Background: an optimization exercise with open tools, aiming at small area, a short achievable clock period and few clock cycles per item. Do not read the settings as production practice.
The RTL was checked by simulation tests, not by an equivalence proof against the original design.
Power figures rest on the tool's default switching activity, not on a simulated workload.

==> flow/run.sh <==
#!/bin/bash
# synth_recipe.tcl (not shown) runs the flow's synth.tcl, then flattens the netlist and writes it again
# the make line also repeats each setting of config.mk as NAME=value (left out here)
make -C /OpenROAD-flow-scripts/flow DESIGN_CONFIG=/design/flow/config.mk WORK_HOME=/design/flow/orfs CLKGATE_MAP_FILE= SYNTH_SCRIPT=/design/flow/synth_recipe.tcl finish
==> flow/config.mk <==
export PLATFORM = sky130hd
export DESIGN_NAME = data_mem_responder
export DESIGN_NICKNAME = data_mem_responder
export VERILOG_FILES = /design/flow/design.v
export SDC_FILE = /design/flow/constraint.sdc
export NUM_CORES = 4
export LEC_CHECK = 0
export CAP_MARGIN = 20
export CORE_MARGIN = 2
export CORE_UTILIZATION = 30
export SLEW_MARGIN = 20
==> flow/constraint.sdc <==
create_clock -name core_clock -period 5.0 [get_ports {clock}]
set_input_delay 1.0000 -clock core_clock [delete_from_list [all_inputs] [get_ports {clock}]]
set_output_delay 1.0000 -clock core_clock [all_outputs]
set_load 0.01 [all_outputs]
==> flow/design.v <==
module data_mem_responder #(
  parameter int DM_ADDRESS = 9,
  parameter int DATA_W     = 32
) (
  input  logic                  clock,
  input  logic                  reset,
  input  logic                  req_valid,
  output logic                  req_ready,
  input  logic                  req_write,
  input  logic [2:0]            req_funct3,
  input  logic [DM_ADDRESS-1:0] req_addr,
  input  logic [DATA_W-1:0]     req_wdata,
  output logic                  rsp_valid,
  input  logic                  rsp_ready,
  output logic [DATA_W-1:0]     rsp_rdata,
  output logic                  rsp_err
);
  localparam int WORDS = 2 ** (DM_ADDRESS - 2);
  localparam int LANES = DATA_W / 8;
  localparam int QN    = 3;
  function automatic logic access_err(input logic wr, input logic [2:0] f3,
                                      input logic [1:0] lane);
    logic e;
    case (f3)
      3'b000:  e = 1'b0;
      3'b001:  e = lane[0];
      3'b010:  e = (lane != 2'b00);
      3'b100:  e = wr;
      3'b101:  e = wr | lane[0];
      default: e = 1'b1;
    endcase
    access_err = e;
  endfunction
  logic              req_ready_q;
  logic              accept_w;
  logic              err_w;
  logic [LANES-1:0]  be_w;
  logic [DATA_W-1:0] wlane_w;
  assign accept_w = req_valid && req_ready_q && !reset;
  assign err_w    = access_err(req_write, req_funct3, req_addr[1:0]);
  always_comb begin
    be_w    = '0;
    wlane_w = req_wdata;
    case (req_funct3[1:0])
      2'b00: begin
        be_w    = 4'b0001 << req_addr[1:0];
        wlane_w = {4{req_wdata[7:0]}};
      end
      2'b01: begin
        be_w    = req_addr[1] ? 4'b1100 : 4'b0011;
        wlane_w = {2{req_wdata[15:0]}};
      end
      default: be_w = 4'b1111;
    endcase
  end
  logic              v_r;
  logic [WORDS-1:0]  sel_r;      
  logic [LANES-1:0]  we_r;       
  logic [DATA_W-1:0] wlane_r;
  logic              ld_r;       
  logic              err_r;
  logic [2:0]        f3_r;
  logic [1:0]        lane_r;
  always_ff @(posedge clock) begin
    v_r     <= accept_w;
    we_r    <= (accept_w && req_write && !err_w) ? be_w : '0;
    ld_r    <= !req_write && !err_w;
    err_r   <= err_w;
    f3_r    <= req_funct3;
    lane_r  <= req_addr[1:0];
    wlane_r <= wlane_w;
    for (int w = 0; w < WORDS; w++) begin
      sel_r[w] <= (req_addr[DM_ADDRESS-1:2] == w[DM_ADDRESS-3:0]);
    end
  end
  logic [DATA_W-1:0] rd_word_w;
  logic [WORDS-1:0][DATA_W-1:0] word_q;
  generate
    for (genvar gw = 0; gw < WORDS; gw++) begin : g_word
      for (genvar gl = 0; gl < LANES; gl++) begin : g_lane
        always_ff @(posedge clock) begin
          if (sel_r[gw] && we_r[gl]) begin
            word_q[gw][8*gl +: 8] <= wlane_r[8*gl +: 8];
          end
        end
      end
    end
  endgenerate
  always_comb begin
    rd_word_w = '0;
    for (int w = 0; w < WORDS; w++) begin
      rd_word_w = rd_word_w | (word_q[w] & {DATA_W{sel_r[w]}});
    end
  end
  logic [7:0]        b_w;
  logic [15:0]       h_w;
  logic [DATA_W-1:0] res_w;
  always_comb begin
    case (lane_r)
      2'd0:    b_w = rd_word_w[7:0];
      2'd1:    b_w = rd_word_w[15:8];
      2'd2:    b_w = rd_word_w[23:16];
      default: b_w = rd_word_w[31:24];
    endcase
    h_w = lane_r[1] ? rd_word_w[31:16] : rd_word_w[15:0];
    case (f3_r)
      3'b000:  res_w = {{24{b_w[7]}}, b_w};
      3'b001:  res_w = {{16{h_w[15]}}, h_w};
      3'b010:  res_w = rd_word_w;
      3'b100:  res_w = {24'd0, b_w};
      3'b101:  res_w = {16'd0, h_w};
      default: res_w = '0;
    endcase
    if (!ld_r) res_w = '0;
  end
  logic [DATA_W-1:0] q_data [QN];
  logic [QN-1:0]     q_err;
  logic [QN-1:0]     head_q, tail_q;    
  logic [1:0]        cnt_q;
  logic              ne_q;
  logic              pop_w;
  logic [1:0]        cnt_d;
  assign pop_w = ne_q && rsp_ready;
  always_comb begin
    cnt_d = cnt_q;
    if (v_r && !pop_w) cnt_d = cnt_q + 2'd1;
    if (!v_r && pop_w) cnt_d = cnt_q - 2'd1;
  end
  always_ff @(posedge clock) begin
    for (int i = 0; i < QN; i++) begin
      if (v_r && tail_q[i]) begin
        q_data[i] <= res_w;
        q_err[i]  <= err_r;
      end
    end
  end
  always_ff @(posedge clock) begin
    if (reset) begin
      head_q      <= 3'b001;
      tail_q      <= 3'b001;
      cnt_q       <= 2'd0;
      ne_q        <= 1'b0;
      req_ready_q <= 1'b1;
    end else begin
      if (pop_w) head_q <= {head_q[QN-2:0], head_q[QN-1]};
      if (v_r)   tail_q <= {tail_q[QN-2:0], tail_q[QN-1]};
      cnt_q       <= cnt_d;
      ne_q        <= (cnt_d != 2'd0);
      req_ready_q <= ({1'b0, cnt_d} + {2'b00, accept_w}) <= 3'(QN - 1);
    end
  end
  always_comb begin
    rsp_rdata = '0;
    rsp_err   = 1'b0;
    for (int i = 0; i < QN; i++) begin
      rsp_rdata = rsp_rdata | (q_data[i] & {DATA_W{head_q[i]}});
      rsp_err   = rsp_err | (q_err[i] & head_q[i]);
    end
  end
  assign req_ready = req_ready_q;
  assign rsp_valid = ne_q;
endmodule
==> notes.md <==
==> cells by family (layout without fill, tap and decap cells) <==
kind of cell,count (synthesis),after routing,share of synthesized area [%]
compound gates,2168,2168,11.6
xor+xnor,3,3,0.0166
fa+ha+maj,3,3,0.0238
buf+inv,649,1550,1.68
flops,4377,4377,82.0
mux,24,24,0.165
other cells,0,104,0
simple gates,1241,1241,4.52
==> layout make-up <==
cell class | instances | area (sq um) | share of cell area [%]
inverter | 42 | 158 | 0.0848
tap | 6968 | 8720 | 4.69
multi-input combinational | 3439 | 25900 | 13.9
antenna | 104 | 260 | 0.140
clock buffer | 545 | 11800 | 6.37
clock inverter | 285 | 3040 | 1.63
timing repair buffer | 678 | 6080 | 3.27
sequential | 4377 | 130000 | 69.9
==> how the worst min path moves through the flow <==
| stage | to | slack, ps | cells past startpoint |
|---|---|---|---|
| 2_1_floorplan | q_err[0] | 420 | 0 |
| 3_3_place_gp | q_err[0] | 440 | 0 |
| 3_5_place_dp | q_err[0] | 450 | 0 |
| 4_1_cts | tail_q[0] | 480 | 1 |
| 5_1_grt | tail_q[0] | 490 | 1 |
| 6_report | q_err[0] | 470 | 0 |
==> stage by stage <==
step / area (sq um) / hold slack (ps) / TNS [ps] / setup slack, ps / std cells
2_1_floorplan: 158000 / 421 / 0 / 2160 / 8465
3_3_place_gp: 170000 / 435 / 0 / 165 / 15500
3_5_place_dp: 171000 / 453 / 0 / 230 / 15500
4_1_cts: 186000 / 481 / 0 / 212 / 16300
5_1_grt: 186000 / 491 / 0 / 195 / 16300
6_report: 186000 / 474 / -1460 / -133 / 16400
==> layer usage <==
| layer | part of all wire, % | global-route usage, % | up-vias |
|---|---|---|---|
| met4 | 9.3 | 24.6 | 66 |
| li1 | - | - | 36800 |
| met2 | 41 | 42.8 | 13600 |
| met1 | 33 | 37.5 | 56600 |
| met3 | 17 | 14.0 | 3079 |
| met5 | 0.057 | 0 | - |
==> power by group through the flow <==
stage / Combinational (uW) / Sequential (uW) / Clock (uW)
CTS: 2140 / 41100 / 34500
finish: 2320 / 41100 / 34900
detailed placement: 2140 / 41800 / 0
floorplan: 600 / 41700 / 0
global placement: 2140 / 41800 / 0
global route: 2280 / 41000 / 35900
==> layout by cell type, fill, tap and decap left out, drive strengths merged, types with 3 or more instances in the layout <==
master	instances
edfxtp	4195
a22o	759
a221oi	759
buf	595
clkbuf	546
a22oi	533
and2	516
nand4	274
clkinv	193
dfxtp	182
nor2	176
diode	104
clkdlybuf4s50	82
nand2	66
inv	58
nand3	56
bufinv	56
or4	38
or3	36
a222oi	33
nor4	31
nor3	27
o21ai	27
clkinvlp	20
mux2	16
a21oi	14
o22a	8
mux2i	8
a211o	7
and4	6
nor2b	5
o31a	4
a21boi	4
nand3b	4
a31oi	4
a31o	3
a41oi	3
ha	3
==> critical path, cell delays in order (launching register included) <==
cell and delay, ps:
dfxtp_2 640, buf_12 360, a22oi_1 850, nand4_1 310, or3_1 400, nor4_1 710, buf_4 240, a21oi_1 110
buf_4 170, o31ai_1 440, buf_4 250, o21ai_0 250
==> sequential cells by signal, summed over array words and instances (netlist names), 2 cells and up <==
name and cells:
cnt_q 2, f3_r 3, head_q 3, lane_r 2, q_data 96, q_err 3, sel_r 128, tail_q 3
we_r 4, wlane_r 32, word_q 4096
==> qor.csv <==
stage,metric,value,unit
status,status,"complete, but fails checks",
status,layout violations,"capacitance limit, slew limit, setup timing",
worst_setup_path,worst flop-to-flop path endpoint,q_data[2][9],
yosys,yosys warns,2,
yosys,most numerous cell in the Yosys netlist,edfxtp_1,
yosys,Yosys reg bits,4377,
timing,number of max-slew violations in the final report,2,
yosys,Mean Syn Cell Area,18.7,sq um
routing,router iterations before antenna repair,10,
timing,fmax,195,MHz
timing,final hold vios,0,
floorplan,Core Area,525000,sq um
floorplan,Die X,730,microns
yosys,top post-synthesis cells by count,"edfxtp_1, a22o_1, a221oi_1, a22oi_1, and2_1",
finish,fill count,49000,
yosys,Post-synth top flop,edfxtp_1,
pwr,Leakage,0.0586,uW
hold_path,Hold Path Origin,err_r,
timing,max_slew headroom,-1.07,%
pwr,switching share of power,22.4,%
pwr,peak supply drop,0.320,mV
timing,Finish-stage setup viols,24,
timing,final worst slack,-133,ps
worst_setup_path,Worst setup SP type,register,
routing,DR vias/cell,6.70,
global_route,global-route wire length before repair,1070000,microns
yosys,Syn Nets,8517,
cts,TritonCTS clock tree,yes,
floorplan,row count,266,
worst_setup_path,crit path capture,q_data[2][9],
finish,layout cells sized above 1,16.3,%
pwr,combinational power share,3.0,%
pwr,Switch Pwr,17500,uW
global_route,vias in the first global route,97500,
cts,CTS buffer count,444,
yosys,Post-synth EDFFs,4195,
worst_setup_path,Max Fanout on Critical Path,15,
yosys,Syn Inst Count,8465,
worst_setup_path,worst r2r src,sel_r[63],
cts,Longest Clk Path Bufs,4,
floorplan,total die area,532000,sq um
placement,GPL Wtd Cong,1.04,
routing,Routed WL per cell,52.3,microns
yosys,Post-Syn Area,158000,sq um
finish,Layout Nets,9034,
pwr,internal power,60800,uW
routing,final WL,860000,microns
routing,Final ANT Viol Nets,0,
floorplan,die height,730,microns
worst_setup_path,WP data required,5670,ps
timing,RSZ-0062 raised after global routing,no,
global_route,total track usage,31.1,%
finish,"Core Util, Final",35.4,%
timing,Tcrit/Tclk final,103,%
pwr,Overall Power,78200,uW
pwr,sequential share of power,52.5,%
floorplan,Initial Util,30.1,%
global_route,largest net degree at the start of global routing,90,
placement,# port buffers,83,
routing,Initial DRC Count,26600,
floorplan,I/O Pins,84,
yosys,"Seq/Total Area, Yosys",82.0,%
pwr,Pwr Density,421,nW/um^2
cts,clock slew at reported path FFs,60,ps
worst_setup_path,R2R Setup Slk,-130,ps
pwr,clock power share,44.6,%
worst_setup_path,Worst Reg-to-Reg Cells,11,
placement,DP HPWL,562000,microns
routing,Vias,110000,
worst_setup_path,Setup crit start,sel_r[63],
hold_path,Worst Hold Class,reg -> reg,
cts,PostCTS Resize Cnt,0,
worst_setup_path,crit path kind,reg -> reg,
global_route,number of antenna violations at the first check in global routing,125,
yosys,asr flop ratio synth,0,%
flow_run,max cap viols,1,
cts,clock latency (worst-skew pair),1050,ps
finish,Area Growth Syn to Fin,17.7,%
cts,hold buffers post-CTS,0,
yosys,leading area contributor after synthesis,edfxtp_1,
worst_setup_path,nature of the critical path endpoint,register,
cts,H-tree depth reported by CTS,5,
timing,Slew @ Worst Pin,1510,ps
cts,Setup Buffers After CTS,0,
cts,CTS sink count,4377,
global_route,"Remaining Overflow, GRT",0,
timing,Final min period,5130,ps
cts,Root Driver,clkbuf_16,
worst_setup_path,"Data arrival, critical path",5800,ps
timing,Worst Skew,64.8,ps
yosys,"Distinct cells, synth",52,
yosys,Yosys top cell area share,79.7,%
yosys,Synth area leaders,"edfxtp_1, a22o_1, a221oi_1, a22oi_1, dfxtp_1",
routing,# DRC,0,
Testbench counts, summed over its fixed seeds: cycles 16,016, items 16,000.

static timing again, ports no longer ideal:
Ports are ideal in the flow. The routed layout listed here was re-timed in OpenROAD.
Step 1, drivers: a clkbuf_16 drives clock and a buf_2 each remaining input, both assumed.
Step 2 moves the port delays by t, midway between the first and last clock arrival at a register: inputs arrive t later, outputs are due t later. That takes back most of the time a late clock gives input paths.
Slacks: ideal ports / drivers / drivers and shift; pairs: ideal ports / drivers.
t, ns: 1.144
setup WS [ns]: -0.133 / -0.133 / -0.133
slew at the worst register clock pin (ns): 0.07 / 0.07
For this run, drivers alone change the setup slack by 0.000 ns; drivers and shift together by 0.000 ns.
